Background: an optimization exercise with open tools, aiming at small area and a short achievable clock period. Do not read the settings as production practice. At most, simulation tests tie the RTL to the original design; equivalence was not proved.

Setup of maple:
==> flow/design.v <==
package dq_pkg;
  localparam int FUNC_W = 3;
  localparam logic [FUNC_W-1:0] FUNC_PUSH_FRONT = 3'd0;
  localparam logic [FUNC_W-1:0] FUNC_PUSH_BACK  = 3'd1;
  localparam logic [FUNC_W-1:0] FUNC_POP_FRONT  = 3'd2;
  localparam logic [FUNC_W-1:0] FUNC_POP_BACK   = 3'd3;
  localparam logic [FUNC_W-1:0] FUNC_PEEK_FRONT = 3'd4;
  localparam logic [FUNC_W-1:0] FUNC_PEEK_BACK  = 3'd5;
  localparam logic [FUNC_W-1:0] FUNC_CLEAR      = 3'd6;
endpackage
module dq_cell #(
  parameter int DATA_WIDTH = 32
) (
  input  logic                  clk,
  input  logic                  we,
  input  logic [DATA_WIDTH-1:0] push_word,
  output logic [DATA_WIDTH-1:0] data
);
  always_ff @(posedge clk) begin
    if (we) begin
      data <= push_word;
    end
  end
endmodule
module double_ended_queue #(
  parameter int DEPTH      = 16,
  parameter int DATA_WIDTH = 32
) (
  input  logic clk,
  input  logic rst,
  input  logic s_tvalid,
  output logic s_tready,
  input  logic [((DATA_WIDTH+7)/8)*8-1:0] s_tdata,
  input  logic [dq_pkg::FUNC_W-1:0] s_tuser,
  output logic m_tvalid,
  input  logic m_tready,
  output logic [((DATA_WIDTH+3+$clog2(DEPTH+1)+7)/8)*8-1:0] m_tdata
);
  localparam int CNT_W     = $clog2(DEPTH + 1);
  localparam int RES_W     = DATA_WIDTH + 3 + CNT_W;
  localparam int M_TDATA_W = ((RES_W + 7) / 8) * 8;
  logic [dq_pkg::FUNC_W-1:0] func;
  logic                      accept;
  logic [CNT_W-1:0] count;
  logic [CNT_W-1:0] count_next;
  logic             empty;
  logic             full;
  logic [DEPTH-1:0] before_front;
  logic [DEPTH-1:0] after_back;
  logic [DEPTH-1:0] we;
  logic [DEPTH-1:0] rsel;
  logic             ok_q;
  logic [DATA_WIDTH-1:0] peek_q;
  logic             is_peek;
  logic             is_peek_q;
  logic             pick_back;
  logic             pick_back_q;
  logic             is_peek_sel;
  logic             pick_back_sel;
  logic [DATA_WIDTH-1:0] end_word;
  logic [DATA_WIDTH-1:0] mem [DEPTH];
  logic [DATA_WIDTH-1:0] peek_word;
  assign func     = s_tuser;
  assign s_tready = !m_tvalid || m_tready;
  assign accept   = s_tvalid && s_tready;
  assign full = count[CNT_W-1];
  assign is_peek   = (func[dq_pkg::FUNC_W-1:1] == dq_pkg::FUNC_PEEK_FRONT[dq_pkg::FUNC_W-1:1]) && !empty;
  assign pick_back = func[0];
  assign is_peek_sel   = s_tready ? is_peek : is_peek_q;
  assign pick_back_sel = s_tready ? pick_back : pick_back_q;
  for (genvar i = 0; i < DEPTH; i++) begin : g_word
    assign we[i]   = !full && (before_front[i] || after_back[i]);
    assign rsel[i] = pick_back_sel ? after_back[(i + 1) % DEPTH]
                             : before_front[(i + DEPTH - 1) % DEPTH];
    dq_cell #(
      .DATA_WIDTH(DATA_WIDTH)
    ) u_cell (
      .clk      (clk),
      .we       (we[i]),
      .push_word(s_tdata[DATA_WIDTH-1:0]),
      .data     (mem[i])
    );
  end
  always_comb begin
    end_word = '0;
    for (int i = 0; i < DEPTH; i++) begin
      end_word = end_word | (mem[i] & {DATA_WIDTH{rsel[i]}});
    end
  end
  assign peek_word = end_word & {DATA_WIDTH{is_peek_sel}};
  always_comb begin
    count_next = count;
    case (func)
      dq_pkg::FUNC_PUSH_FRONT,
      dq_pkg::FUNC_PUSH_BACK:  if (!full) count_next = count + 1'b1;
      dq_pkg::FUNC_POP_FRONT,
      dq_pkg::FUNC_POP_BACK:   if (!empty) count_next = count - 1'b1;
      dq_pkg::FUNC_CLEAR:      count_next = '0;
      default: ;
    endcase
  end
  function automatic logic [DEPTH-1:0] ring_up(input logic [DEPTH-1:0] r);
    ring_up = {r[DEPTH-2:0], r[DEPTH-1]};
  endfunction
  function automatic logic [DEPTH-1:0] ring_down(input logic [DEPTH-1:0] r);
    ring_down = {r[0], r[DEPTH-1:1]};
  endfunction
  always_ff @(posedge clk) begin
    if (rst) begin
      count        <= '0;
      empty        <= 1'b1;
      before_front <= DEPTH'(1) << (DEPTH - 1);
      after_back   <= DEPTH'(1);
      m_tvalid     <= 1'b0;
    end else begin
      if (accept) begin
        count <= count_next;
        empty <= (count_next == '0);
        case (func)
          dq_pkg::FUNC_PUSH_FRONT: if (!full) before_front <= ring_down(before_front);
          dq_pkg::FUNC_PUSH_BACK:  if (!full) after_back <= ring_up(after_back);
          dq_pkg::FUNC_POP_FRONT:  if (!empty) before_front <= ring_up(before_front);
          dq_pkg::FUNC_POP_BACK:   if (!empty) after_back <= ring_down(after_back);
          dq_pkg::FUNC_CLEAR:      after_back <= ring_up(before_front);
          default: ;
        endcase
      end
      if (accept) begin
        m_tvalid <= 1'b1;
      end else if (m_tready) begin
        m_tvalid <= 1'b0;
      end
    end
  end
  always_ff @(posedge clk) begin
    if (s_tready) begin
      case (func)
        dq_pkg::FUNC_PUSH_FRONT,
        dq_pkg::FUNC_PUSH_BACK:  ok_q <= !full;
        dq_pkg::FUNC_POP_FRONT,
        dq_pkg::FUNC_POP_BACK,
        dq_pkg::FUNC_PEEK_FRONT,
        dq_pkg::FUNC_PEEK_BACK,
        dq_pkg::FUNC_CLEAR:      ok_q <= !empty;
        default:                 ok_q <= 1'b0;
      endcase
      is_peek_q   <= is_peek;
      pick_back_q <= pick_back;
    end
  end
  always_ff @(posedge clk) begin
    peek_q <= peek_word;
  end
  assign m_tdata = M_TDATA_W'({count, full, empty, peek_q, ok_q});
endmodule
export LEC_CHECK = 0
export CAP_MARGIN = 0
export CORE_MARGIN = 2
export CORE_UTILIZATION = 30
export CTS_BUF_LIST = sky130_fd_sc_hd__clkbuf_8
export CTS_CLUSTER_DIAMETER = 45
export CTS_CLUSTER_SIZE = 16
export SETUP_SLACK_MARGIN = 2.27
export SLEW_MARGIN = 0
create_clock -name core_clock -period 4.5 [get_ports {clk}]
standard.sh (not shown) runs the stock make flow with config.mk's settings and CLKGATE_MAP_FILE= SYNTH_SCRIPT=/design/flow/synth_recipe.tcl, a recipe that flattens the netlist after the stock synthesis.
==> flow/flow/run.sh <==
#!/bin/bash
cp standard.sh standard_sh.txt
export BUFFER_PORTS_ARGS="-buffer_cell sky130_fd_sc_hd__buf_2"
bash standard.sh > standard.log 2>&1
--- input diff maple..cedar ---
--- a/flow/design.v
+++ b/flow/design.v
@@ -53,9 +53,4 @@
   logic [DATA_WIDTH-1:0] peek_q;
   logic             is_peek;
-  logic             is_peek_q;
-  logic             pick_back;
-  logic             pick_back_q;
-  logic             is_peek_sel;
-  logic             pick_back_sel;
   logic [DATA_WIDTH-1:0] end_word;
   logic [DATA_WIDTH-1:0] mem [DEPTH];
@@ -65,11 +60,8 @@
   assign accept   = s_tvalid && s_tready;
   assign full = count[CNT_W-1];
-  assign is_peek   = (func[dq_pkg::FUNC_W-1:1] == dq_pkg::FUNC_PEEK_FRONT[dq_pkg::FUNC_W-1:1]) && !empty;
-  assign pick_back = func[0];
-  assign is_peek_sel   = s_tready ? is_peek : is_peek_q;
-  assign pick_back_sel = s_tready ? pick_back : pick_back_q;
+  assign is_peek = (func[dq_pkg::FUNC_W-1:1] == dq_pkg::FUNC_PEEK_FRONT[dq_pkg::FUNC_W-1:1]) && !empty;
   for (genvar i = 0; i < DEPTH; i++) begin : g_word
     assign we[i]   = !full && (before_front[i] || after_back[i]);
-    assign rsel[i] = pick_back_sel ? after_back[(i + 1) % DEPTH]
+    assign rsel[i] = func[0] ? after_back[(i + 1) % DEPTH]
                              : before_front[(i + DEPTH - 1) % DEPTH];
     dq_cell #(
@@ -88,5 +80,5 @@
     end
   end
-  assign peek_word = end_word & {DATA_WIDTH{is_peek_sel}};
+  assign peek_word = end_word & {DATA_WIDTH{is_peek}};
   always_comb begin
     count_next = count;
@@ -145,10 +137,6 @@
         default:                 ok_q <= 1'b0;
       endcase
-      is_peek_q   <= is_peek;
-      pick_back_q <= pick_back;
+      peek_q <= peek_word;
     end
-  end
-  always_ff @(posedge clk) begin
-    peek_q <= peek_word;
   end
   assign m_tdata = M_TDATA_W'({count, full, empty, peek_q, ok_q});
--- outcome ---
Simple-gate portion of the synthesized area on cedar is down relative to maple.
Taking maple as the reference point, the netlist area before placement of cedar falls by 1.4%.
Average routed wire per standard cell of cedar exceeds that of maple by a few percent.
Summary of the comparison: fraction of area in multi-input gates is lower in cedar, relative to maple.
For clock latency on the worst-skew pair, cedar and maple come out practically identical.
maple has a higher global-route total usage across every layer than cedar.
Diff maple..cedar | CTS H-tree depth | unchanged
Number of I/O port buffers: cedar vs maple identical
Global placement routability congestion for cedar is lower than for maple.
For maple, only the layout was checked, not whether the RTL still works.

double_ended_queue with an RTL version that a note above also has.
Size in the first run: about 580 flip-flops, ~81 I/O pins, roughly 0.022 mm2 of cells after synthesis.
==> module double_ended_queue, before the edit <==
module double_ended_queue #(
  parameter int DEPTH      = 16,
  parameter int DATA_WIDTH = 32
) (
  input  logic clk,
  input  logic rst,
  input  logic s_tvalid,
  output logic s_tready,
  input  logic [((DATA_WIDTH+7)/8)*8-1:0] s_tdata,
  input  logic [dq_pkg::FUNC_W-1:0] s_tuser,
  output logic m_tvalid,
  input  logic m_tready,
  output logic [((DATA_WIDTH+3+$clog2(DEPTH+1)+7)/8)*8-1:0] m_tdata
);
  localparam int CNT_W     = $clog2(DEPTH + 1);
  localparam int RES_W     = DATA_WIDTH + 3 + CNT_W;
  localparam int M_TDATA_W = ((RES_W + 7) / 8) * 8;
  logic [dq_pkg::FUNC_W-1:0] func;
  logic                      accept;
  logic [CNT_W-1:0] count;
  logic [CNT_W-1:0] count_next;
  logic             empty;
  logic             full;
  logic [DEPTH-1:0] before_front;
  logic [DEPTH-1:0] after_back;
  logic [DEPTH-1:0] we;
  logic [DEPTH-1:0] rsel;
  logic             ok_q;
  logic [DATA_WIDTH-1:0] peek_q;
  logic             is_peek;
  logic [DATA_WIDTH-1:0] end_word;
  logic [DATA_WIDTH-1:0] mem [DEPTH];
  logic [DATA_WIDTH-1:0] peek_word;
  assign func     = s_tuser;
  assign s_tready = !m_tvalid || m_tready;
  assign accept   = s_tvalid && s_tready;
  assign full = count[CNT_W-1];
  assign is_peek = (func[dq_pkg::FUNC_W-1:1] == dq_pkg::FUNC_PEEK_FRONT[dq_pkg::FUNC_W-1:1]) && !empty;
  for (genvar i = 0; i < DEPTH; i++) begin : g_word
    assign we[i]   = !full && (before_front[i] || after_back[i]);
    assign rsel[i] = func[0] ? after_back[(i + 1) % DEPTH]
                             : before_front[(i + DEPTH - 1) % DEPTH];
    dq_cell #(
      .DATA_WIDTH(DATA_WIDTH)
    ) u_cell (
      .clk      (clk),
      .we       (we[i]),
      .push_word(s_tdata[DATA_WIDTH-1:0]),
      .data     (mem[i])
    );
  end
  always_comb begin
    end_word = '0;
    for (int i = 0; i < DEPTH; i++) begin
      end_word = end_word | (mem[i] & {DATA_WIDTH{rsel[i]}});
    end
  end
  assign peek_word = end_word & {DATA_WIDTH{is_peek}};
  always_comb begin
    count_next = count;
    case (func)
      dq_pkg::FUNC_PUSH_FRONT,
      dq_pkg::FUNC_PUSH_BACK:  if (!full) count_next = count + 1'b1;
      dq_pkg::FUNC_POP_FRONT,
      dq_pkg::FUNC_POP_BACK:   if (!empty) count_next = count - 1'b1;
      dq_pkg::FUNC_CLEAR:      count_next = '0;
      default: ;
    endcase
  end
  function automatic logic [DEPTH-1:0] ring_up(input logic [DEPTH-1:0] r);
    ring_up = {r[DEPTH-2:0], r[DEPTH-1]};
  endfunction
  function automatic logic [DEPTH-1:0] ring_down(input logic [DEPTH-1:0] r);
    ring_down = {r[0], r[DEPTH-1:1]};
  endfunction
  always_ff @(posedge clk) begin
    if (rst) begin
      count        <= '0;
      empty        <= 1'b1;
      before_front <= DEPTH'(1) << (DEPTH - 1);
      after_back   <= DEPTH'(1);
      m_tvalid     <= 1'b0;
    end else begin
      if (accept) begin
        count <= count_next;
        empty <= (count_next == '0);
        case (func)
          dq_pkg::FUNC_PUSH_FRONT: if (!full) before_front <= ring_down(before_front);
          dq_pkg::FUNC_PUSH_BACK:  if (!full) after_back <= ring_up(after_back);
          dq_pkg::FUNC_POP_FRONT:  if (!empty) before_front <= ring_up(before_front);
          dq_pkg::FUNC_POP_BACK:   if (!empty) after_back <= ring_down(after_back);
          dq_pkg::FUNC_CLEAR:      after_back <= ring_up(before_front);
          default: ;
        endcase
      end
      if (accept) begin
        m_tvalid <= 1'b1;
      end else if (m_tready) begin
        m_tvalid <= 1'b0;
      end
    end
  end
  always_ff @(posedge clk) begin
    if (s_tready) begin
      case (func)
        dq_pkg::FUNC_PUSH_FRONT,
        dq_pkg::FUNC_PUSH_BACK:  ok_q <= !full;
        dq_pkg::FUNC_POP_FRONT,
        dq_pkg::FUNC_POP_BACK,
        dq_pkg::FUNC_PEEK_FRONT,
        dq_pkg::FUNC_PEEK_BACK,
        dq_pkg::FUNC_CLEAR:      ok_q <= !empty;
        default:                 ok_q <= 1'b0;
      endcase
      peek_q <= peek_word;
    end
  end
  assign m_tdata = M_TDATA_W'({count, full, empty, peek_q, ok_q});
endmodule
clock: 4.5 ns
lec_check: 0
cap_margin: 0
core_margin: 2
core_utilization: 30
cts_buf_list: sky130_fd_sc_hd__clkbuf_8
cts_cluster_diameter: 45
cts_cluster_size: 16
setup_slack_margin: 2.2
slew_margin: 0
Scripts as last shown in full above: flow/flow/run.sh
Change:
--- a/flow/design.v
+++ b/flow/design.v
@@ -51,19 +51,20 @@
   logic [DEPTH-1:0] rsel;
   logic             ok_q;
   logic [DATA_WIDTH-1:0] peek_q;
-  logic             is_peek;
-  logic [DATA_WIDTH-1:0] end_word;
+  logic             peek_front;
+  logic             peek_back;
   logic [DATA_WIDTH-1:0] mem [DEPTH];
   logic [DATA_WIDTH-1:0] peek_word;
   assign func     = s_tuser;
   assign s_tready = !m_tvalid || m_tready;
   assign accept   = s_tvalid && s_tready;
   assign full = count[CNT_W-1];
-  assign is_peek = (func[dq_pkg::FUNC_W-1:1] == dq_pkg::FUNC_PEEK_FRONT[dq_pkg::FUNC_W-1:1]) && !empty;
+  assign peek_front = (func == dq_pkg::FUNC_PEEK_FRONT) && !empty;
+  assign peek_back  = (func == dq_pkg::FUNC_PEEK_BACK) && !empty;
   for (genvar i = 0; i < DEPTH; i++) begin : g_word
     assign we[i]   = !full && (before_front[i] || after_back[i]);
-    assign rsel[i] = func[0] ? after_back[(i + 1) % DEPTH]
-                             : before_front[(i + DEPTH - 1) % DEPTH];
+    assign rsel[i] = (peek_front && before_front[(i + DEPTH - 1) % DEPTH]) ||
+                     (peek_back && after_back[(i + 1) % DEPTH]);
     dq_cell #(
       .DATA_WIDTH(DATA_WIDTH)
     ) u_cell (
@@ -74,12 +75,11 @@
     );
   end
   always_comb begin
-    end_word = '0;
+    peek_word = '0;
     for (int i = 0; i < DEPTH; i++) begin
-      end_word = end_word | (mem[i] & {DATA_WIDTH{rsel[i]}});
+      peek_word = peek_word | (mem[i] & {DATA_WIDTH{rsel[i]}});
     end
   end
-  assign peek_word = end_word & {DATA_WIDTH{is_peek}};
   always_comb begin
     count_next = count;
     case (func)
Result: The changed run completed with no timing, DRC or antenna violations. Hold slack improved by 0.029 ns. Die area rose slightly. Sequential share of layout area goes down by 3.4 points. Area after synthesis goes up slightly. Final area grows by a few percent. Worst setup slack loses 0.061 ns. Count of clock-buffer cells in the layout fell by 1.

[port drivers added, routing unchanged]
The flow's constraints put no driver on any port. The routed layouts listed below were extracted and timed again, unchanged, in two steps.
Step 1, drivers: a clkbuf_16 drives clk and a buf_2 each remaining input, both assumed.
Step 2, shift: input delay + t, output delay - t, t = (earliest + latest rising clock arrival at the registers) / 2. This alone moves slack from input paths to output paths.
Three values: ideal ports, drivers, drivers and shift; two values: the first two.
run | t, ns | setup WS [ns] | slew at the worst register clock pin (ns) | worst slew at a driven data input, ns
maple | 0.738 | 2.062 / 2.062 / 1.361 | 0.11 / 0.11 | 0.11
cedar | 0.733 | 2.254 / 2.214 / 1.559 | 0.10 / 0.10 | 0.09
the first run of note 2 | 0.722 | 2.241 / 2.194 / 1.544 | 0.10 / 0.10 | 0.09
the second run of note 2 | 0.716 | 2.179 / 2.156 / 1.440 | 0.10 / 0.10 | 0.11
After both steps setup and hold are still met in every run listed. For the second run of note 2, which loses most, drivers alone change the setup slack by -0.023 ns; drivers and shift together by -0.739 ns.
